This is an optimization exercise on Yosys and OpenROAD, whose aim is a short achievable clock period and few clock cycles per item, not a production implementation.
In this exercise RTL edits were held to simulation tests only and were not proved equivalent to the original.
No activity file was given, so power comes from the tool's default toggle rates.

<file path="flow/run.sh">
#!/bin/bash
# synth_recipe.tcl (not shown) runs the flow's synth.tcl, then flattens the netlist and writes it again
# the make line also repeats each setting of config.mk as NAME=value (left out here)
make -C /OpenROAD-flow-scripts/flow DESIGN_CONFIG=/design/flow/config.mk WORK_HOME=/design/flow/orfs CLKGATE_MAP_FILE= SYNTH_SCRIPT=/design/flow/synth_recipe.tcl finish
</file>
<file path="flow/config.mk">
export PLATFORM = sky130hd
export DESIGN_NAME = decode_stage_buffered
export DESIGN_NICKNAME = decode_stage_buffered
export VERILOG_FILES = /design/flow/design.v
export SDC_FILE = /design/flow/constraint.sdc
export NUM_CORES = 4
export LEC_CHECK = 0
export ABC_CLOCK_PERIOD_IN_PS = 1000
export CAP_MARGIN = 20
export CORE_MARGIN = 2
export CORE_UTILIZATION = 55
export CTS_CLUSTER_DIAMETER = 100
export CTS_CLUSTER_SIZE = 20
export SETUP_SLACK_MARGIN = 2.45
export SLEW_MARGIN = 20
</file>
<file path="flow/constraint.sdc">
create_clock -name core_clock -period 4.5 [get_ports {clk_i}]
set_input_delay 0.9000 -clock core_clock [delete_from_list [all_inputs] [get_ports {clk_i}]]
set_output_delay 0.9000 -clock core_clock [all_outputs]
set_load 0.01 [all_outputs]
</file>
<file path="flow/design.v">
package decode_stage_buffered_pkg;
  typedef enum logic [3:0] {
    UNIT_NONE   = 4'd0,
    UNIT_ALU    = 4'd1,
    UNIT_BRANCH = 4'd2,
    UNIT_MEM    = 4'd3
  } unit_t;
  localparam logic [6:0] OPC_OP     = 7'b0110011;
  localparam logic [6:0] OPC_OP_IMM = 7'b0010011;
  localparam logic [6:0] OPC_LUI    = 7'b0110111;
  localparam logic [6:0] OPC_AUIPC  = 7'b0010111;
  localparam logic [6:0] OPC_BRANCH = 7'b1100011;
  localparam logic [6:0] OPC_JAL    = 7'b1101111;
  localparam logic [6:0] OPC_JALR   = 7'b1100111;
  localparam logic [6:0] OPC_LOAD   = 7'b0000011;
  localparam logic [6:0] OPC_STORE  = 7'b0100011;
  localparam logic [4:0] OP_ADDI = 5'b10000;
  localparam logic [4:0] OP_JAL  = 5'b01000;
  localparam logic [4:0] OP_JALR = 5'b01001;
  typedef struct packed {
    unit_t       unit;
    logic [4:0]  op;
    logic [31:0] imm;
    logic        use_rs1;
    logic        use_rs2;
    logic        rd_write;
    logic        pc_op1;
    logic        illegal;
  } dec_t;
endpackage
module decode_fifo #(
  parameter int WIDTH = 64,
  parameter int DEPTH = 4,
  localparam int PTR_W = $clog2(DEPTH),
  localparam int CNT_W = PTR_W + 1
) (
  input  logic             clk_i,
  input  logic             rst_i,
  input  logic             flush_i,
  input  logic             push_i,
  input  logic             pop_i,
  input  logic [WIDTH-1:0] data_i,
  output logic [WIDTH-1:0] data_o,
  output logic [CNT_W-1:0] count_o,
  output logic             full_o,
  output logic             empty_o
);
  logic [WIDTH-1:0] mem [DEPTH];
  logic [PTR_W-1:0] wptr_q, rptr_q;
  logic [CNT_W-1:0] count_q;
  logic             push_ok, pop_ok;
  assign full_o  = (count_q == CNT_W'(DEPTH));
  assign empty_o = (count_q == '0);
  assign push_ok = push_i && !full_o && !flush_i;
  assign pop_ok  = pop_i && !empty_o && !flush_i;
  assign data_o  = mem[rptr_q];
  assign count_o = count_q;
  always_ff @(posedge clk_i) begin
    if (push_ok) mem[wptr_q] <= data_i;
  end
  always_ff @(posedge clk_i) begin
    if (!rst_i || flush_i) begin
      wptr_q  <= '0;
      rptr_q  <= '0;
      count_q <= '0;
    end else begin
      if (push_ok) wptr_q <= wptr_q + PTR_W'(1);
      if (pop_ok)  rptr_q <= rptr_q + PTR_W'(1);
      case ({push_ok, pop_ok})
        2'b10:   count_q <= count_q + CNT_W'(1);
        2'b01:   count_q <= count_q - CNT_W'(1);
        default: count_q <= count_q;
      endcase
    end
  end
endmodule
module decode_stage_buffered #(
  parameter int XLEN      = 32,
  parameter int BUF_DEPTH = 4,
  parameter int NUM_REGS  = 32
) (
  input  logic                         clk_i,
  input  logic                         rst_i,
  input  logic                         flush_i,
  input  logic                         getir_valid_i,
  output logic                         getir_ready_o,
  input  logic [31:0]                  getir_buyruk_i,
  input  logic [XLEN-1:0]              getir_ps_i,
  input  logic                         writeback_enable_i,
  input  logic [4:0]                   writeback_address_i,
  input  logic [XLEN-1:0]              writeback_result_i,
  output logic                         yurut_valid_o,
  input  logic                         yurut_ready_i,
  output logic [3:0]                   yurut_birim_secimi_o,
  output logic [4:0]                   yurut_islem_secimi_o,
  output logic [XLEN-1:0]              yurut_integer_deger1_o,
  output logic [XLEN-1:0]              yurut_integer_deger2_o,
  output logic [XLEN-1:0]              yurut_immidiate_o,
  output logic [XLEN-1:0]              yurut_ps_yeni_o,
  output logic [4:0]                   yurut_rd_adres_o,
  output logic                         yurut_rd_write_o,
  output logic                         yurut_illegal_o,
  output logic [$clog2(BUF_DEPTH):0]   buf_count_o
);
  localparam int ND = 4;   
  logic [ND-1:0] rptr_q, wptr_q, f1_q, f2_q;    
  logic [ND-1:0] wr_q;                           
  logic [2:0]    count_q, count_n_q;      
  logic          ready_q, ready_n_q;      
  logic          head_ok_q;
  logic [31:0]   f_oh1_q, f_oh2_q, f_ohrd_q;   
  logic [4:0]    f_rs1_q, f_rs2_q, f_rd_q;
  logic          f_u1_q, f_u2_q, f_rdw_q;
  logic [4:0]    last_rd_q;               
  logic          last_rdw_q;
  logic [31:0]   g1_q, g2_q;              
  logic [31:0]   w_q;                     
  logic          s1_q, s2_q;              
  logic [4:0]    e_rs1  [ND];
  logic [4:0]    e_rs2  [ND];
  logic [4:0]    e_rd   [ND];
  logic          e_u1   [ND];
  logic          e_u2   [ND];
  logic          e_rdw  [ND];
  logic          e_pcop [ND];
  logic          e_dp   [ND];             
  logic          e_b1   [ND];             
  logic          e_b2   [ND];
  logic          e_b3   [ND];
  logic [3:0]    e_unit [ND];
  logic [4:0]    e_op   [ND];
  logic [31:0]   e_imm  [ND];
  logic          e_ill  [ND];
  logic [31:0]   e_pc   [ND];
  logic [31:0]   e_val1 [ND];
  logic [31:0]   e_val2 [ND];
  logic [31:0]   busy_q;
  logic [31:0]   regs [32];
  logic          ov_n_q;                  
  logic [4:0]    out_rd_n_q;              
  logic          out_rdw_n_q;
  logic [4:0]    out_rd_q;
  logic          out_rdw_q;
  assign out_rd_q  = ~out_rd_n_q;
  assign out_rdw_q = !out_rdw_n_q;
  logic          ov, rdy, push, issue, take, ld;
  assign ov   = !ov_n_q;
  assign rdy  = !ready_n_q;
  assign push = getir_valid_i && rdy && !flush_i;
  assign take = ov && yurut_ready_i && !flush_i;
  assign ld   = !ov || yurut_ready_i;
  assign getir_ready_o = ready_q;
  assign buf_count_o   = count_q;
  logic [31:0] w;
  logic [6:0]  in_opc;
  logic [4:0]  in_rs1, in_rs2, in_rd;
  logic [2:0]  in_f3;
  logic        in_u1, in_u2, in_rdw, in_pcop, in_ill;
  logic [3:0]  in_unit;
  logic [4:0]  in_op;
  logic [31:0] in_imm;
  assign w      = getir_buyruk_i;
  assign in_opc = w[6:0];
  assign in_rd  = w[11:7];
  assign in_f3  = w[14:12];
  assign in_rs1 = w[19:15];
  assign in_rs2 = w[24:20];
  always_comb begin
    in_u1 = 1'b0; in_u2 = 1'b0; in_rdw = 1'b0; in_pcop = 1'b0; in_ill = 1'b0;
    in_unit = 4'd0; in_op = 5'd0; in_imm = '0;
    case (in_opc)
      decode_stage_buffered_pkg::OPC_OP: begin
        in_unit = 4'd1; in_op = {1'b0, w[30], in_f3}; in_u1 = 1'b1; in_u2 = 1'b1; in_rdw = 1'b1;
      end
      decode_stage_buffered_pkg::OPC_OP_IMM: begin
        in_unit = 4'd1; in_op = {1'b1, (in_f3 == 3'b101) && w[30], in_f3};
        in_imm = {{20{w[31]}}, w[31:20]}; in_u1 = 1'b1; in_rdw = 1'b1;
      end
      decode_stage_buffered_pkg::OPC_LUI: begin
        in_unit = 4'd1; in_op = 5'b10000; in_imm = {w[31:12], 12'b0}; in_rdw = 1'b1;
      end
      decode_stage_buffered_pkg::OPC_AUIPC: begin
        in_unit = 4'd1; in_op = 5'b10000; in_imm = {w[31:12], 12'b0}; in_rdw = 1'b1; in_pcop = 1'b1;
      end
      decode_stage_buffered_pkg::OPC_BRANCH: begin
        in_unit = 4'd2; in_op = {2'b00, in_f3};
        in_imm = {{19{w[31]}}, w[31], w[7], w[30:25], w[11:8], 1'b0}; in_u1 = 1'b1; in_u2 = 1'b1;
      end
      decode_stage_buffered_pkg::OPC_JAL: begin
        in_unit = 4'd2; in_op = 5'b01000;
        in_imm = {{11{w[31]}}, w[31], w[19:12], w[20], w[30:21], 1'b0}; in_rdw = 1'b1;
      end
      decode_stage_buffered_pkg::OPC_JALR: begin
        in_unit = 4'd2; in_op = 5'b01001; in_imm = {{20{w[31]}}, w[31:20]}; in_u1 = 1'b1; in_rdw = 1'b1;
      end
      decode_stage_buffered_pkg::OPC_LOAD: begin
        in_unit = 4'd3; in_op = {2'b00, in_f3}; in_imm = {{20{w[31]}}, w[31:20]}; in_u1 = 1'b1; in_rdw = 1'b1;
      end
      decode_stage_buffered_pkg::OPC_STORE: begin
        in_unit = 4'd3; in_op = {2'b10, in_f3}; in_imm = {{20{w[31]}}, w[31:25], w[11:7]};
        in_u1 = 1'b1; in_u2 = 1'b1;
      end
      default: in_ill = 1'b1;
    endcase
    in_u1  = in_u1  && (in_rs1 != 5'd0);
    in_u2  = in_u2  && (in_rs2 != 5'd0);
    in_rdw = in_rdw && (in_rd  != 5'd0);
  end
  logic [31:0] in_oh1, in_oh2, in_ohrd;
  always_comb begin
    in_oh1 = '0; in_oh2 = '0; in_ohrd = '0;
    for (int r = 1; r < 32; r++) begin
      in_oh1[r]  = in_u1  && (in_rs1 == 5'(r));
      in_oh2[r]  = in_u2  && (in_rs2 == 5'(r));
      in_ohrd[r] = in_rdw && (in_rd  == 5'(r));
    end
  end
  logic [31:0] wb_oh, out_oh, busy_d;
  always_comb begin
    wb_oh = '0; out_oh = '0;
    for (int r = 1; r < 32; r++) begin
      wb_oh[r]  = writeback_enable_i && (writeback_address_i == 5'(r));
      out_oh[r] = out_rdw_q && (out_rd_q == 5'(r));
    end
    busy_d = (busy_q & ~wb_oh) | (out_oh & {32{take}});
  end
  always_ff @(posedge clk_i) begin
    if (!rst_i) busy_q <= '0;
    else        busy_q <= busy_d;
  end
  always_ff @(posedge clk_i) begin
    for (int r = 1; r < 32; r++)
      if (wb_oh[r]) regs[r] <= writeback_result_i;
  end
  always_ff @(posedge clk_i) begin
    f_oh1_q  <= in_oh1;
    f_oh2_q  <= in_oh2;
    f_ohrd_q <= in_ohrd;
    f_rs1_q  <= in_rs1; f_rs2_q <= in_rs2; f_rd_q <= in_rd;
    f_u1_q   <= in_u1;  f_u2_q  <= in_u2;  f_rdw_q <= in_rdw;
  end
  logic fb1, fb2, fb3, fn1, fn2, fn3, fdp;
  always_comb begin
    fb1 = |(f_oh1_q  & busy_q);
    fb2 = |(f_oh2_q  & busy_q);
    fb3 = |(f_ohrd_q & busy_q);
    fn1 = (fb1 && !(writeback_enable_i && writeback_address_i == f_rs1_q)) ||
          (take && f_u1_q && out_rdw_q && out_rd_q == f_rs1_q);
    fn2 = (fb2 && !(writeback_enable_i && writeback_address_i == f_rs2_q)) ||
          (take && f_u2_q && out_rdw_q && out_rd_q == f_rs2_q);
    fn3 = (fb3 && !(writeback_enable_i && writeback_address_i == f_rd_q)) ||
          (take && f_rdw_q && out_rdw_q && out_rd_q == f_rd_q);
    fdp = last_rdw_q && ((f_u1_q && f_rs1_q == last_rd_q) || (f_u2_q && f_rs2_q == last_rd_q) ||
                         (f_rdw_q && f_rd_q == last_rd_q));
  end
  always_ff @(posedge clk_i) begin
    if (|f1_q) begin
      last_rd_q  <= f_rd_q;
      last_rdw_q <= f_rdw_q;
    end
  end
  logic [ND-1:0] m1, m2, m3;
  always_comb begin
    for (int i = 0; i < ND; i++) begin
      m1[i] = writeback_enable_i && (writeback_address_i == e_rs1[i]);
      m2[i] = writeback_enable_i && (writeback_address_i == e_rs2[i]);
      m3[i] = writeback_enable_i && (writeback_address_i == e_rd[i]);
    end
  end
  logic [4:0] hq_rs1, hq_rs2, hq_rd;
  logic       hq_b1, hq_b2, hq_b3, hq_dp;
  logic       hm1, hm2, hm3;
  assign hm1 = writeback_enable_i && (writeback_address_i == hq_rs1);
  assign hm2 = writeback_enable_i && (writeback_address_i == hq_rs2);
  assign hm3 = writeback_enable_i && (writeback_address_i == hq_rd);
  assign issue = head_ok_q && !(ov && hq_dp) && (!hq_b1 || hm1) && (!hq_b2 || hm2) &&
                 (!hq_b3 || hm3) && ld && !flush_i;
  logic [2:0] count, cnt_i, cnt_n;
  logic       rdy_i, rdy_n, hok_i, hok_n;
  always_comb begin
    count = ~count_n_q;
    cnt_n = push ? count + 3'd1 : count;
    cnt_i = push ? count : count - 3'd1;
    rdy_n = (cnt_n != 3'd4);
    rdy_i = (cnt_i != 3'd4);
    hok_n = (cnt_n > {1'b0, push && |f1_q, push ^ |f1_q});
    hok_i = (cnt_i > {1'b0, push && |f1_q, push ^ |f1_q});
  end
  always_ff @(posedge clk_i) begin
    if (!rst_i || flush_i) begin
      rptr_q    <= 4'b0001;
      wptr_q    <= 4'b0001;
      wr_q      <= 4'b0001;
      count_q   <= '0;
      count_n_q <= '1;
      ready_q   <= 1'b1;
      ready_n_q <= 1'b0;
      head_ok_q <= 1'b0;
      f1_q      <= '0;
      f2_q      <= '0;
    end else begin
      if (issue) rptr_q <= {rptr_q[ND-2:0], rptr_q[ND-1]};
      if (push)  wptr_q <= {wptr_q[ND-2:0], wptr_q[ND-1]};
      wr_q      <= (push ? {wptr_q[ND-2:0], wptr_q[ND-1]} : wptr_q) & {ND{issue ? rdy_i : rdy_n}};
      count_q   <=  (issue ? cnt_i : cnt_n);
      count_n_q <= ~(issue ? cnt_i : cnt_n);
      ready_q   <=  (issue ? rdy_i : rdy_n);
      ready_n_q <= ~(issue ? rdy_i : rdy_n);
      head_ok_q <= issue ? hok_i : hok_n;
      f1_q      <= wptr_q & {ND{push}};
      f2_q      <= f1_q;
    end
  end
  logic [31:0] rd1, rd2;
  always_comb begin
    rd1 = '0; rd2 = '0;
    for (int r = 1; r < 32; r++) begin
      rd1 = rd1 | (regs[r] & {32{f_oh1_q[r]}});
      rd2 = rd2 | (regs[r] & {32{f_oh2_q[r]}});
    end
  end
  always_ff @(posedge clk_i) begin
    g1_q <= rd1;
    g2_q <= rd2;
    w_q  <= writeback_result_i;
    s1_q <= fb1;
    s2_q <= fb2;
  end
  logic [31:0] fill1, fill2;
  assign fill1 = s1_q ? w_q : g1_q;
  assign fill2 = s2_q ? w_q : g2_q;
  logic [ND-1:0] t1, t2, t3, wr;
  always_comb begin
    for (int i = 0; i < ND; i++) begin
      wr[i] = wr_q[i];
      t1[i] = e_u1[i]  && out_rdw_q && (e_rs1[i] == out_rd_q);
      t2[i] = e_u2[i]  && out_rdw_q && (e_rs2[i] == out_rd_q);
      t3[i] = e_rdw[i] && out_rdw_q && (e_rd[i]  == out_rd_q);
    end
  end
  always_ff @(posedge clk_i) begin
    for (int i = 0; i < ND; i++) begin
      if (!rst_i) begin
        e_rs1[i] <= '0; e_rs2[i] <= '0; e_rd[i] <= '0;
        e_u1[i] <= 1'b0; e_u2[i] <= 1'b0; e_rdw[i] <= 1'b0; e_pcop[i] <= 1'b0;
        e_unit[i] <= '0; e_op[i] <= '0; e_imm[i] <= '0; e_ill[i] <= 1'b0; e_pc[i] <= '0;
      end else if (wr[i]) begin
        e_rs1[i] <= in_rs1; e_rs2[i] <= in_rs2; e_rd[i] <= in_rd;
        e_u1[i] <= in_u1; e_u2[i] <= in_u2; e_rdw[i] <= in_rdw; e_pcop[i] <= in_pcop;
        e_unit[i] <= in_unit; e_op[i] <= in_op; e_imm[i] <= in_imm; e_ill[i] <= in_ill;
        e_pc[i] <= getir_ps_i;
      end
      if (!rst_i) e_dp[i] <= 1'b0;
      else        e_dp[i] <= nx_dp[i];
      e_b1[i] <= nx_b1[i];
      e_b2[i] <= nx_b2[i];
      e_b3[i] <= nx_b3[i];
      if (f2_q[i] || e_b1[i]) e_val1[i] <= e_b1[i] ? writeback_result_i : fill1;
      if (f2_q[i] || e_b2[i]) e_val2[i] <= e_b2[i] ? writeback_result_i : fill2;
    end
  end
  logic [4:0]    nx_rs1 [ND];
  logic [4:0]    nx_rs2 [ND];
  logic [4:0]    nx_rd  [ND];
  logic [ND-1:0] nx_b1, nx_b2, nx_b3, nx_dp;
  logic [ND-1:0] nh_b1, nh_b2, nh_b3;    
  always_comb begin
    for (int i = 0; i < ND; i++) begin
      nx_rs1[i] = wr[i] ? in_rs1 : e_rs1[i];
      nx_rs2[i] = wr[i] ? in_rs2 : e_rs2[i];
      nx_rd[i]  = wr[i] ? in_rd  : e_rd[i];
      nx_dp[i]  = f1_q[i] ? fdp : e_dp[i];
      nh_b1[i]  = (e_b1[i] && !m1[i]) || (take && t1[i]);
      nh_b2[i]  = (e_b2[i] && !m2[i]) || (take && t2[i]);
      nh_b3[i]  = (e_b3[i] && !m3[i]) || (take && t3[i]);
      nx_b1[i]  = f1_q[i] ? fn1 : nh_b1[i];
      nx_b2[i]  = f1_q[i] ? fn2 : nh_b2[i];
      nx_b3[i]  = f1_q[i] ? fn3 : nh_b3[i];
    end
  end
  logic [ND-1:0] rptr_nx;
  logic [4:0]    c0_rs1, c0_rs2, c0_rd, c1_rs1, c1_rs2, c1_rd;
  logic          c0_b1, c0_b2, c0_b3, c0_dp, c1_b1, c1_b2, c1_b3, c1_dp;
  assign rptr_nx = {rptr_q[ND-2:0], rptr_q[ND-1]};
  always_comb begin
    c0_rs1 = '0; c0_rs2 = '0; c0_rd = '0; c1_rs1 = '0; c1_rs2 = '0; c1_rd = '0;
    c0_b1 = 1'b0; c0_b2 = 1'b0; c0_b3 = 1'b0; c0_dp = 1'b0;
    c1_b1 = 1'b0; c1_b2 = 1'b0; c1_b3 = 1'b0; c1_dp = 1'b0;
    for (int i = 0; i < ND; i++) begin
      c0_rs1 = c0_rs1 | (nx_rs1[i] & {5{rptr_q[i]}});
      c0_rs2 = c0_rs2 | (nx_rs2[i] & {5{rptr_q[i]}});
      c0_rd  = c0_rd  | (nx_rd[i]  & {5{rptr_q[i]}});
      c0_b1  = c0_b1  | (nh_b1[i]  & rptr_q[i]);
      c0_b2  = c0_b2  | (nh_b2[i]  & rptr_q[i]);
      c0_b3  = c0_b3  | (nh_b3[i]  & rptr_q[i]);
      c0_dp  = c0_dp  | (e_dp[i]   & rptr_q[i]);
      c1_rs1 = c1_rs1 | (nx_rs1[i] & {5{rptr_nx[i]}});
      c1_rs2 = c1_rs2 | (nx_rs2[i] & {5{rptr_nx[i]}});
      c1_rd  = c1_rd  | (nx_rd[i]  & {5{rptr_nx[i]}});
      c1_b1  = c1_b1  | (nh_b1[i]  & rptr_nx[i]);
      c1_b2  = c1_b2  | (nh_b2[i]  & rptr_nx[i]);
      c1_b3  = c1_b3  | (nh_b3[i]  & rptr_nx[i]);
      c1_dp  = c1_dp  | (e_dp[i]   & rptr_nx[i]);
    end
  end
  always_ff @(posedge clk_i) begin
    if (!rst_i || flush_i) begin
      hq_rs1 <= nx_rs1[0]; hq_rs2 <= nx_rs2[0]; hq_rd <= nx_rd[0];
      hq_b1  <= nh_b1[0];  hq_b2  <= nh_b2[0];  hq_b3 <= nh_b3[0]; hq_dp <= e_dp[0];
    end else if (issue) begin
      hq_rs1 <= c1_rs1; hq_rs2 <= c1_rs2; hq_rd <= c1_rd;
      hq_b1  <= c1_b1;  hq_b2  <= c1_b2;  hq_b3 <= c1_b3; hq_dp <= c1_dp;
    end else begin
      hq_rs1 <= c0_rs1; hq_rs2 <= c0_rs2; hq_rd <= c0_rd;
      hq_b1  <= c0_b1;  hq_b2  <= c0_b2;  hq_b3 <= c0_b3; hq_dp <= c0_dp;
    end
  end
  logic [31:0] h_pc, h_val1, h_val2, h_imm;
  logic [3:0]  h_unit;
  logic [4:0]  h_op, h_rd;
  logic        h_b1, h_b2, h_pcop, h_rdw, h_ill;
  always_comb begin
    h_pc = '0; h_val1 = '0; h_val2 = '0; h_imm = '0; h_unit = '0; h_op = '0; h_rd = '0;
    h_b1 = 1'b0; h_b2 = 1'b0; h_pcop = 1'b0; h_rdw = 1'b0; h_ill = 1'b0;
    for (int i = 0; i < ND; i++) begin
      h_pc   = h_pc   | (e_pc[i]   & {32{rptr_q[i]}});
      h_val1 = h_val1 | (e_val1[i] & {32{rptr_q[i]}});
      h_val2 = h_val2 | (e_val2[i] & {32{rptr_q[i]}});
      h_imm  = h_imm  | (e_imm[i]  & {32{rptr_q[i]}});
      h_unit = h_unit | (e_unit[i] & {4{rptr_q[i]}});
      h_op   = h_op   | (e_op[i]   & {5{rptr_q[i]}});
      h_rd   = h_rd   | (e_rd[i]   & {5{rptr_q[i]}});
      h_b1   = h_b1   | (e_b1[i]   & rptr_q[i]);
      h_b2   = h_b2   | (e_b2[i]   & rptr_q[i]);
      h_pcop = h_pcop | (e_pcop[i] & rptr_q[i]);
      h_rdw  = h_rdw  | (e_rdw[i]  & rptr_q[i]);
      h_ill  = h_ill  | (e_ill[i]  & rptr_q[i]);
    end
  end
  logic ov_d;
  assign ov_d = issue || (ov && !yurut_ready_i);
  always_ff @(posedge clk_i) begin
    if (!rst_i || flush_i) begin
      yurut_valid_o <= 1'b0;
      ov_n_q        <= 1'b1;
    end else begin
      yurut_valid_o <= ov_d;
      ov_n_q        <= !ov_d;
    end
  end
  always_ff @(posedge clk_i) begin
    if (!rst_i) begin
      yurut_birim_secimi_o   <= '0;
      yurut_islem_secimi_o   <= '0;
      yurut_integer_deger1_o <= '0;
      yurut_integer_deger2_o <= '0;
      yurut_immidiate_o      <= '0;
      yurut_ps_yeni_o        <= '0;
      yurut_rd_adres_o       <= '0;
      yurut_rd_write_o       <= 1'b0;
      yurut_illegal_o        <= 1'b0;
      out_rd_n_q             <= '1;
      out_rdw_n_q            <= 1'b1;
    end else if (ld) begin
      yurut_birim_secimi_o   <= h_unit;
      yurut_islem_secimi_o   <= h_op;
      yurut_integer_deger1_o <= h_b1 ? writeback_result_i : (h_pcop ? h_pc : h_val1);
      yurut_integer_deger2_o <= h_b2 ? writeback_result_i : h_val2;
      yurut_immidiate_o      <= h_imm;
      yurut_ps_yeni_o        <= h_pc;
      yurut_rd_adres_o       <= h_rd;
      yurut_rd_write_o       <= h_rdw;
      yurut_illegal_o        <= h_ill;
      out_rd_n_q             <= ~h_rd;
      out_rdw_n_q            <= !h_rdw;
    end
  end
endmodule
</file>
==> impl_metrics.toml, run 1 <==
[setup_path]
path_buf_inv = 1
r2r_start = "hq_rs1[0]"
r2r_slack_ns = 2.30
crit_arrival_ns = 1.35
crit_slowest_cell = "dfxtp_4"
r2r_end = "hq_rd[3]"
max_stage_delay_ns = 0.43
worst_r2r_path_depth = 9
cp.required_ns = 3.60
crit_family = "flip-flops"
worst_setup_path_start_kind = "flip-flop"
path_class = "flip-flop to primary output"
cp_max_fo = 2
endpoint_kind = "primary output"
crit_path_cell_trace = "buf_6"

[floorplanning]
core_sq_um = 156000
dieWidth_um = 400
ioPinCount = 256
initial_core_util_pct = 55.2
placementRows = 145
chipHeight_um = 400
dieArea_sq_um = 160000

[hold_path]
hold-path-endpoint = "yurut_ps_yeni_o[24]"
whs_path_depth = 2
min_from = "yurut_ps_yeni_o[24]"
holdCritPathClass = "flip-flop to flip-flop"

[cts]
htreeDepth = 3
numCtsBuffers = 113
clkLatencyLatePin_ns = 0.84
clockRootBuffer = "clkbuf_16"
cts.sinks = 2072
path_clk_slew_ns = 0.09
clk_path_buf_depth = 3
cts_tree = "done"

[pwr]
p_seq_share_pct = 59.4
ir_worst_vdd_mv = 0.387
p_switching_uw = 8790
netSwitchingFraction_pct = 24.5
power.share.clock_pct = 31.0
p_int_uw = 27100
power.density_nw_per_um2 = 353
pwr-share-comb_pct = 9.7
leakagePower_uw = 0.0350

[placement]
place_area_sq_um = 92200
dpl.hpwl_um = 192000
place_congestion = 0.944
post-place-ws_ns = 0.719
port_buffers = 253

[logic_synthesis]
synth_seq_area_share_pct = 62.8
synthArstFlopShare_pct = 0
synth_enable_flop_cells = 1254
avgSynthCellArea_sq_um = 12.5
synth.distinct_cells = 69
synth_seq_cells = 2072
ys_warn_count = 23
synth_ff_type = "edfxtp_1"
netlist_instances = 6876
netlist_area_sq_um = 86000

[sta]
maxSlewHeadroom_pct = 13.8
setup-violations-final = 0
fin_ws_ns = 2.25
rsz0062_at_grt = "yes"
final.min_clock_period_ns = 2.25
hold_violations = 0
fmax_ghz = 0.444
clock_skew_ns = 0.0583
fin_tns_setup_ns = 0
period_share_pct = 50.0
drv_slew = 0
worst_slew_pin_slew_ns = 1.29

[grt]
grt_pass1_vias = 63600
antenna_found_initial = 31
grt_max_degree = 220
overflow = 0
grt_pass1_wl_um = 500000
grt_use_total_pct = 44.6

[layout]
final_area_sq_um = 102000
drive_above_1_share_pct = 24.7
nets = 7290
fin_util_pct = 65.3
area_growth_pct = 18.2

[detailed_routing]
drc_errors = 0
ant_nets = 0
num_vias = 70500
dr.pass1.iters = 14
routed_wl_um = 374000
drt_iter0_markers = 14000
viasPerCell = 7.55
wire_per_inst_um = 40.0

[outcome]
status = "finished clean"

[flow_run]
cap_violations = 0
-- cells in the final DEF (no fill, tap or decap), types with 138 or more instances in the layout --
cell type,count
dfxtp_1,575
buf_6,173
a22o_1,141
nand2_1,210
nand3_1,258
nor2_1,547
buf_12,138
mux2i_1,231
edfxtp_1,1254
dfxtp_2,153
a22oi_1,969
mux2_2,352
buf_4,311
-- state kept, by name, indices dropped and copies added (netlist names), 31 cells and up --
name                    count
f_oh1_q                    31
e_imm                     128
f_ohrd_q                   31
e_val1                    128
regs                      992
f_oh2_q                    31
e_val2                    128
yurut_immidiate_o          32
yurut_integer_deger2_o     32
yurut_ps_yeni_o            32
g2_q                       32
yurut_integer_deger1_o     32
busy_q                     31
w_q                        32
g1_q                       32
e_pc                      128
-- cell usage after synthesis, types with 17 or more instances --
cell type	number	share of area, %
nand3_1	270	1.6
xor2_1	71	0.72
a211oi_2	38	0.55
nor2_1	601	2.6
dfxtp_1	818	19
a22o_1	141	1.4
xnor2_1	115	1.2
or3_1	17	0.12
nor2b_1	30	0.22
nand4_1	96	0.70
a31oi_1	42	0.31
inv_1	42	0.18
or4_1	67	0.58
o21ai_0	92	0.54
a222oi_1	71	0.83
a22oi_1	974	8.5
clkbuf_1	468	2.0
o211ai_1	32	0.28
mux2_2	354	4.6
buf_2	49	0.29
mux2i_1	231	2.7
a21oi_1	154	0.90
a32oi_1	17	0.17
a221oi_1	148	1.5
a211oi_1	106	0.92
and2_1	28	0.20
a311oi_1	32	0.33
edfxtp_1	1254	44
nand2_1	232	1.0
nor3_1	47	0.27
buf_1	81	0.35
-- final cells by class --
cell class                 count  area (sq um)
antenna                       36          90.1
clock buffer                 181          3080
clock inverter                 8           110
fill                       11700         54100
inverter                      43           179
multi-input combinational   4152         31500
sequential                  2072         54600
tap                         2058          2570
timing repair buffer         794          9650
-- power by group through the flow --
stage               Sequential (uW)  Clock, uW  Combinational, uW
floorplan                     21600          0               1800
global placement              21700          0               2990
detailed placement            21700          0               3030
CTS                           21300      11100               3210
global route                  21400      11700               3640
finish                        21300      11100               3470
-- routing by layer --
| layer | track usage [%] | vias up | wire, um |
|---|---|---|---|
| met4 | 24.7 | 22 | 28700 |
| li1 | - | 27500 | - |
| met2 | 62.5 | 6741 | 152000 |
| met5 | 0.969 | - | 277 |
| met3 | 18.9 | 2003 | 60700 |
| met1 | 58.1 | 34300 | 132000 |
-- stage by stage --
stage,instances,total power [uW],hold WS [ns]
2_1_floorplan,6877,23400,0.427
3_3_place_gp,8793,24700,0.439
3_5_place_dp,8793,24800,0.445
4_1_cts,9173,35600,0.461
5_1_grt,9310,36800,0.469
6_report,9344,35900,0.457
-- kinds of logic (layout without fill, tap and decap cells) --
| logic type | Yosys count | in the layout | synth area share (%) |
|---|---|---|---|
| adders and majority gates | 7 | 7 | 0.102 |
| buffers and inverters | 654 | 1026 | 3.00 |
| and+or+nand+nor | 1450 | 1451 | 7.80 |
| DFF | 2072 | 2072 | 62.8 |
| AOI/OAI and AO/OA | 1920 | 1920 | 17.1 |
| xor gates and xnor gates | 186 | 186 | 1.89 |
| muxes | 586 | 586 | 7.34 |
| other | 1 | 38 | 0.00436 |
-- how the worst max path moves through the flow --
stage	slack, ns	from	depth (start not counted)	endpoint
2_1_floorplan	1.86	writeback_address_i[3]	6	regs[19][0]
3_3_place_gp	0.72	writeback_address_i[1]	10	hq_rd[0]
3_5_place_dp	0.72	writeback_address_i[1]	10	hq_rd[0]
4_1_cts	2.25	yurut_integer_deger2_o[2]	1	yurut_integer_deger2_o[2]
5_1_grt	2.19	hq_rs1[2]	9	hq_rs2[3]
6_report	2.25	yurut_integer_deger2_o[2]	1	yurut_integer_deger2_o[2]
-- timing repair --
item | in CTS | in global routing
resized for setup | 1254 | 194
pin swaps | 40 | 109
gates cloned | 16 | 21
endpoints found under the setup margin | 1954 | 517
setup buffers | 175 | 114
hold buffers | 0 | 0
Testbench counts, summed over its fixed seeds: cycles 8,947, items 4,800.
==> inputs of run 2 (changes only) <==
--- a/flow/config.mk
+++ b/flow/config.mk
@@ -9,7 +9,5 @@
 export CAP_MARGIN = 20
 export CORE_MARGIN = 2
-export CORE_UTILIZATION = 55
-export CTS_CLUSTER_DIAMETER = 100
-export CTS_CLUSTER_SIZE = 20
+export CORE_UTILIZATION = 45
 export SETUP_SLACK_MARGIN = 2.45
 export SLEW_MARGIN = 20
==> impl_metrics.toml, run 2 <==
[placement]
port_buffers = 253
place_congestion = 0.945
dpl.hpwl_um = 198000
post-place-ws_ns = 0.581

[floorplanning]
dieArea_sq_um = 195000
ioPinCount = 256
initial_core_util_pct = 45.3
placementRows = 160
dieWidth_um = 441
chipHeight_um = 441
core_sq_um = 190000

[logic_synthesis]
synth_seq_area_share_pct = 62.8
synth_ff_type = "edfxtp_1"
synth_enable_flop_cells = 1254
synth_seq_cells = 2072
synth.most_common_cell = "edfxtp_1"
netlist_area_sq_um = 86000
synthArstFlopShare_pct = 0
netlist_instances = 6876
avgSynthCellArea_sq_um = 12.5
ys_warn_count = 23
synth.top_cell.area_share_pct = 43.8
synthTopCellsByArea = "edfxtp_1, dfxtp_1, a22oi_1"
synth_common_cells = "edfxtp_1, a22oi_1, dfxtp_1, nor2_1, clkbuf_1"
synth_top_area_cell = "edfxtp_1"
synth.distinct_cells = 69

[setup_path]
worst_setup_path_start_kind = "flip-flop"
r2r_end = "e_b1[1]"
cp.required_ns = 3.60
path_buf_inv = 1
worst_r2r_path_depth = 7
crit_cells = 1
crit_slowest_cell = "dfxtp_4"
r2r_start = "f_oh1_q[27]"
critPathLaunch = "yurut_integer_deger2_o[2]"
r2r_slack_ns = 2.28
cp_max_fo = 2
path_class = "flip-flop to primary output"
crit_path_cell_trace = "buf_6"
endpoint_kind = "primary output"
crit_family = "flip-flops"
crit_end = "yurut_integer_deger2_o[2]"
crit_arrival_ns = 1.43
max_stage_delay_ns = 0.41

[cts]
numCtsBuffers = 212
hold_buffers = 0
path_clk_slew_ns = 0.06
clk_path_buf_depth = 3
clockRootBuffer = "clkbuf_16"
clkLatencyLatePin_ns = 0.90
htreeDepth = 4
cts_tree = "done"
cts.sinks = 2072

[sta]
rsz0062_at_grt = "yes"
maxSlewHeadroom_pct = 13.5
drv_slew = 0
final.min_clock_period_ns = 2.33
hold_violations = 0
setup-violations-final = 0
fmax_ghz = 0.429
period_share_pct = 51.7
fin_tns_setup_ns = 0
fin_ws_ns = 2.17
clock_skew_ns = 0.0848
worst_slew_pin_slew_ns = 1.29
hold_slack_ns = 0.457

[detailed_routing]
drt_iter0_markers = 15000
drc_errors = 0
dr.pass1.iters = 13
routed_wl_um = 390000
ant_nets = 0
wire_per_inst_um = 39.0
viasPerCell = 7.17
num_vias = 71700

[pwr]
ir_worst_vdd_mv = 0.438
finalPower_uw = 43000
leakagePower_uw = 0.0369
power.density_nw_per_um2 = 405

[layout]
final_common_cell = "edfxtp_1"
largest_reg_flops = 992
largest-register = "regs"
drive_above_1_share_pct = 26.6
fin_util_pct = 55.9
final_cell_mix = "edfxtp_1, a22oi_1, dfxtp_1, nor2_1, mux2_2"
nets = 7362
area_growth_pct = 23.4

[grt]
grt_pass1_vias = 66000
antenna_found_initial = 47
overflow = 0
grt_use_total_pct = 38.4
grt_pass1_wl_um = 525000
grt_max_degree = 221

[outcome]
status = "finished clean"

[hold_path]
holdCritPathClass = "flip-flop to flip-flop"

[flow_run]
cap_violations = 0
[run 2: cell counts after synthesis]
No cell type changed its count.
[run 2: cell families (layout without fill, tap and decap cells)]
| group | after synthesis | after routing | share of synthesized area [%] |
|---|---|---|---|
| other | 1 | 58 | 0.00436 |
| XOR/XNOR | 186 | 186 | 1.89 |
| AND/OR/NAND/NOR | 1450 | 1452 | 7.80 |
| AO/OA/AOI/OAI | 1920 | 1920 | 17.1 |
| flip-flops | 2072 | 2072 | 62.8 |
| multiplexers | 586 | 586 | 7.34 |
| buffers and inverters | 654 | 1208 | 3.00 |
| adder cells (fa/ha/maj) | 7 | 7 | 0.102 |
[run 2: worst min-delay path by stage]
stage	to	slack, ns	depth (start not counted)	from
floorplan	out_rdw_n_q	0.43	1	out_rdw_n_q
global placement	yurut_ps_yeni_o[1]	0.44	2	yurut_ps_yeni_o[1]
detailed placement	yurut_ps_yeni_o[13]	0.44	2	yurut_ps_yeni_o[13]
CTS	yurut_ps_yeni_o[13]	0.46	2	yurut_ps_yeni_o[13]
global route	w_q[28]	0.46	1	writeback_result_i[28]
finish	yurut_ps_yeni_o[31]	0.46	2	yurut_ps_yeni_o[31]
[run 2: layout make-up]
cell class | instances | area (sq um)
fillers | 15300 | 83800
flip-flops and latches | 2072 | 54600
multi-input cells | 4153 | 31600
repair buffers | 766 | 9420
clock buffers | 298 | 6010
well taps | 2511 | 3140
clock inverters | 101 | 1160
inverters | 43 | 181
diodes | 56 | 140
[run 2: layer usage]
layer	vias up	global-route usage [%]	part of all wire, %
met5	-	1.93	0.12
met4	34	21.7	7.5
met3	2021	17.2	16
met2	6959	53.8	41
met1	34900	48.7	35
li1	27800	-	-
[run 2: timing repair]
item	4_1_cts	5_1_grt
endpoints found under the hold margin	0	0
cloned	23	9
buffers inserted	188	85
resized for setup	1276	165
endpoints found under the setup margin	1737	575
pin swaps	60	123
[run 2: power breakdown]
| group | total, uW | switching, uW | internal, uW |
|---|---|---|---|
| Sequential | 21400 | 423 | 20900 |
| Clock | 18300 | 7930 | 10300 |
| Combinational | 3400 | 2030 | 1370 |
[run 2: metrics by stage]
stage,instance area (sq um),instances
5_1_grt,106000,9961
4_1_cts,104000,9850
3_5_place_dp,92700,9240
3_3_place_gp,92700,9240
2_1_floorplan,87500,6877
6_report,106000,10000
==> inputs of run 3 (changes only) <==
--- a/flow/design.v
+++ b/flow/design.v
@@ -312,19 +312,28 @@
     end
   end
-  logic [31:0] rd1, rd2;
+  logic [31:0] rd1a, rd1b, rd2a, rd2b;
   always_comb begin
-    rd1 = '0; rd2 = '0;
-    for (int r = 1; r < 32; r++) begin
-      rd1 = rd1 | (regs[r] & {32{f_oh1_q[r]}});
-      rd2 = rd2 | (regs[r] & {32{f_oh2_q[r]}});
+    rd1a = '0; rd1b = '0; rd2a = '0; rd2b = '0;
+    for (int r = 1; r < 16; r++) begin
+      rd1a = rd1a | (regs[r] & {32{f_oh1_q[r]}});
+      rd2a = rd2a | (regs[r] & {32{f_oh2_q[r]}});
+    end
+    for (int r = 16; r < 32; r++) begin
+      rd1b = rd1b | (regs[r] & {32{f_oh1_q[r]}});
+      rd2b = rd2b | (regs[r] & {32{f_oh2_q[r]}});
     end
   end
+  logic [31:0] g1a_q, g1b_q, g2a_q, g2b_q;
   always_ff @(posedge clk_i) begin
-    g1_q <= rd1;
-    g2_q <= rd2;
-    w_q  <= writeback_result_i;
-    s1_q <= fb1;
-    s2_q <= fb2;
+    g1a_q <= rd1a;
+    g1b_q <= rd1b;
+    g2a_q <= rd2a;
+    g2b_q <= rd2b;
+    w_q   <= writeback_result_i;
+    s1_q  <= fb1;
+    s2_q  <= fb2;
   end
+  assign g1_q = g1a_q | g1b_q;
+  assign g2_q = g2a_q | g2b_q;
   logic [31:0] fill1, fill2;
   assign fill1 = s1_q ? w_q : g1_q;
--- a/flow/config.mk
+++ b/flow/config.mk
@@ -10,4 +10,6 @@
 export CORE_MARGIN = 2
 export CORE_UTILIZATION = 45
+export CTS_CLUSTER_DIAMETER = 100
+export CTS_CLUSTER_SIZE = 20
 export SETUP_SLACK_MARGIN = 2.45
 export SLEW_MARGIN = 20
==> impl_metrics.toml, run 3 <==
[sta]
fmax_ghz = 0.451
setup-violations-final = 0
drv_slew = 0
fin_tns_setup_ns = 0
period_share_pct = 49.2
hold_slack_ns = 0.462
rsz0062_at_grt = "yes"
worst_slew_pin_slew_ns = 1.12
clock_skew_ns = 0.0286
final.min_clock_period_ns = 2.21
hold_violations = 0
maxSlewHeadroom_pct = 25.3

[pwr]
ir_worst_vdd_mv = 0.379
netSwitchingFraction_pct = 24.3
power.share.clock_pct = 31.5
finalPower_uw = 36300
p_switching_uw = 8840
leakagePower_uw = 0.0333
p_seq_share_pct = 60.3
p_int_uw = 27500
power.density_nw_per_um2 = 365
pwr-share-comb_pct = 8.2

[setup_path]
cp.required_ns = 3.60
cp_max_fo = 2
crit_family = "flip-flops"
crit_slowest_cell = "dfxtp_4"
endpoint_kind = "primary output"
crit_arrival_ns = 1.31
crit_path_cell_trace = "buf_6"
worst_setup_path_start_kind = "flip-flop"
path_buf_inv = 1
max_stage_delay_ns = 0.40
path_class = "flip-flop to primary output"

[detailed_routing]
dr.pass1.iters = 8
ant_nets = 0
drt_iter0_markers = 12100
viasPerCell = 6.82
routed_wl_um = 340000
num_vias = 67600
wire_per_inst_um = 34.3
drc_errors = 0

[logic_synthesis]
synth.top_cell.area_share_pct = 43.6
synth_seq_cells = 2136
synth_top_area_cell = "edfxtp_1"
synth_enable_flop_cells = 1254
ys_warn_count = 23
avgSynthCellArea_sq_um = 12.0
synth_ff_type = "edfxtp_1"
synth_common_cells = "edfxtp_1, dfxtp_1, nor2_1, a22oi_1, clkbuf_1"
synth.most_common_cell = "edfxtp_1"
netlist_area_sq_um = 86400
synth_seq_area_share_pct = 64.0
synthTopCellsByArea = "edfxtp_1, dfxtp_1, a22oi_1"
netlist_instances = 7218
synthArstFlopShare_pct = 0
synth.distinct_cells = 64

[layout]
area_growth_pct = 15.1
drive_above_1_share_pct = 16.7
final_area_sq_um = 99400
largest-register = "regs"
final_cell_mix = "edfxtp_1, nor2_1, dfxtp_1, a22oi_1, nand2_1"
fin_cells = 9914
fillers = 16300
final_common_cell = "edfxtp_1"
largest_reg_flops = 992
nets = 7416

[placement]
dp_cells = 9533
place_congestion = 0.927
port_buffers = 253
place_area_sq_um = 92400
dpl.hpwl_um = 188000

[grt]
grt_most_used_layer = "met2"
overflow = 0
met1_usage_pct = 43.5
grt_use_total_pct = 33.1
gr-usage-met2_pct = 50.3
grt_pass1_vias = 64200
grt_max_degree = 160
grt_pass1_wl_um = 472000
grtUsageMet3_pct = 8.83
antenna_found_initial = 29

[cts]
clkLatencyLatePin_ns = 0.81
cts.sinks = 2136
numCtsBuffers = 117
path_clk_slew_ns = 0.09
clk_path_buf_depth = 3
clockRootBuffer = "clkbuf_16"
cts_tree = "done"
htreeDepth = 3

[floorplanning]
chipHeight_um = 442
initial_core_util_pct = 45.4
dieWidth_um = 442
core_sq_um = 190000
dieArea_sq_um = 195000
placementRows = 160
ioPinCount = 256

[hold_path]
holdCritPathClass = "flip-flop to flip-flop"

[outcome]
status = "finished clean"

[flow_run]
cap_violations = 0
## run 3: final timing paths
check / startpoint / endpoint / slack (ns) / cells past startpoint
min reg2reg: yurut_ps_yeni_o[22] / yurut_ps_yeni_o[22] / 0.46 / 2
min: yurut_ps_yeni_o[22] / yurut_ps_yeni_o[22] / 0.46 / 2
max: yurut_integer_deger1_o[12] / yurut_integer_deger1_o[12] / 2.29 / 1
max reg2reg: hq_rs1[1] / hq_rs2[4] / 2.30 / 10
## run 3: final cells by class
cell class,instances,area (sq um),area share [%]
inverter,29,130,0.131
multi-input combinational,4407,30200,30.4
clock buffer,200,3290,3.31
timing repair buffer,611,6820,6.86
clock inverter,7,73.8,0.0742
sequential,2136,55700,56.0
antenna,13,32.5,0.0327
tap,2511,3140,3.16
## run 3: power by group through the flow
stage          sequential, uW  clock (uW)  combinational, uW
3_5_place_dp            22300           0               2680
4_1_cts                 21900       11500               2820
3_3_place_gp            22300           0               2640
6_report                21900       11400               2970
5_1_grt                 22000       12200               3160
2_1_floorplan           22200           0               1510
## run 3: what timing repair did
item	in CTS	in global routing
pin swaps	50	98
buffers inserted	91	42
gates cloned	15	13
resized for setup	1116	152
hold buffers	0	0
setup endpoints to repair	1988	770
## run 3: kinds of logic after synthesis
logic type      after synthesis  share of synthesized area (%)
buf+inv                     680                           3.05
simple gates               1737                           9.01
flops                      2136                           64.0
other cells                   1                        0.00434
xor+xnor                    185                           1.88
fa+ha+maj                     7                          0.101
mux                         270                           3.18
compound gates             2202                           18.7
## run 3: routing by layer
metal	vias to the layer above	share of wire, %
met5	-	0.032
met4	10	6.0
met3	1178	13
met2	5150	44
met1	33300	37
li1	28000	-
## run 3: per-stage QoR
step	util, %	setup slack (ns)
after global placement	48.5	0.663
final	52.2	2.29
after CTS	51.5	2.24
after detailed placement	48.5	0.670
after floorplan	-	1.76
after global routing	52.2	2.25
Testbench counts of run 3, summed over its fixed seeds: cycles 8,947, items 4,800.

what the ideal ports hide:
In the flow no input, the clock included, has a driving cell. The finished layouts below were timed again as built, in two steps.
Step 1: set_driving_cell puts a clkbuf_16 on clk_i and a buf_2 on each other input, an assumption about the parent block.
Step 2 adds t to the input delays and takes it off the output delays; t is the mean of the earliest and latest rising clock arrival at the registers after step 1. Input paths then give back, and output paths get back, about the clock's delay inside the block.
a / b / c = ideal / step 1 / step 2; a / b = the first two.
run | t, ns | slack for setup (ns) | hold WS [ns] | worst setup path at the end | clock arrival spread, ns
run 1 | 0.897 | 2.250 / 2.162 / 1.515 | 0.457 / 0.430 / 0.457 | input to register | 0.067 / 0.067
run 2 | 0.967 | 2.172 / 2.073 / 1.394 | 0.457 / 0.428 / 0.457 | input to register | 0.120 / 0.120
run 3 | 0.882 | 2.285 / 2.199 / 1.406 | 0.462 / 0.462 / 0.462 | input to register | 0.036 / 0.036
After both steps setup and hold are still met in every run listed. The setup slack of run 3, which loses most, moves by -0.086 ns with the drivers and by -0.879 ns with both steps.
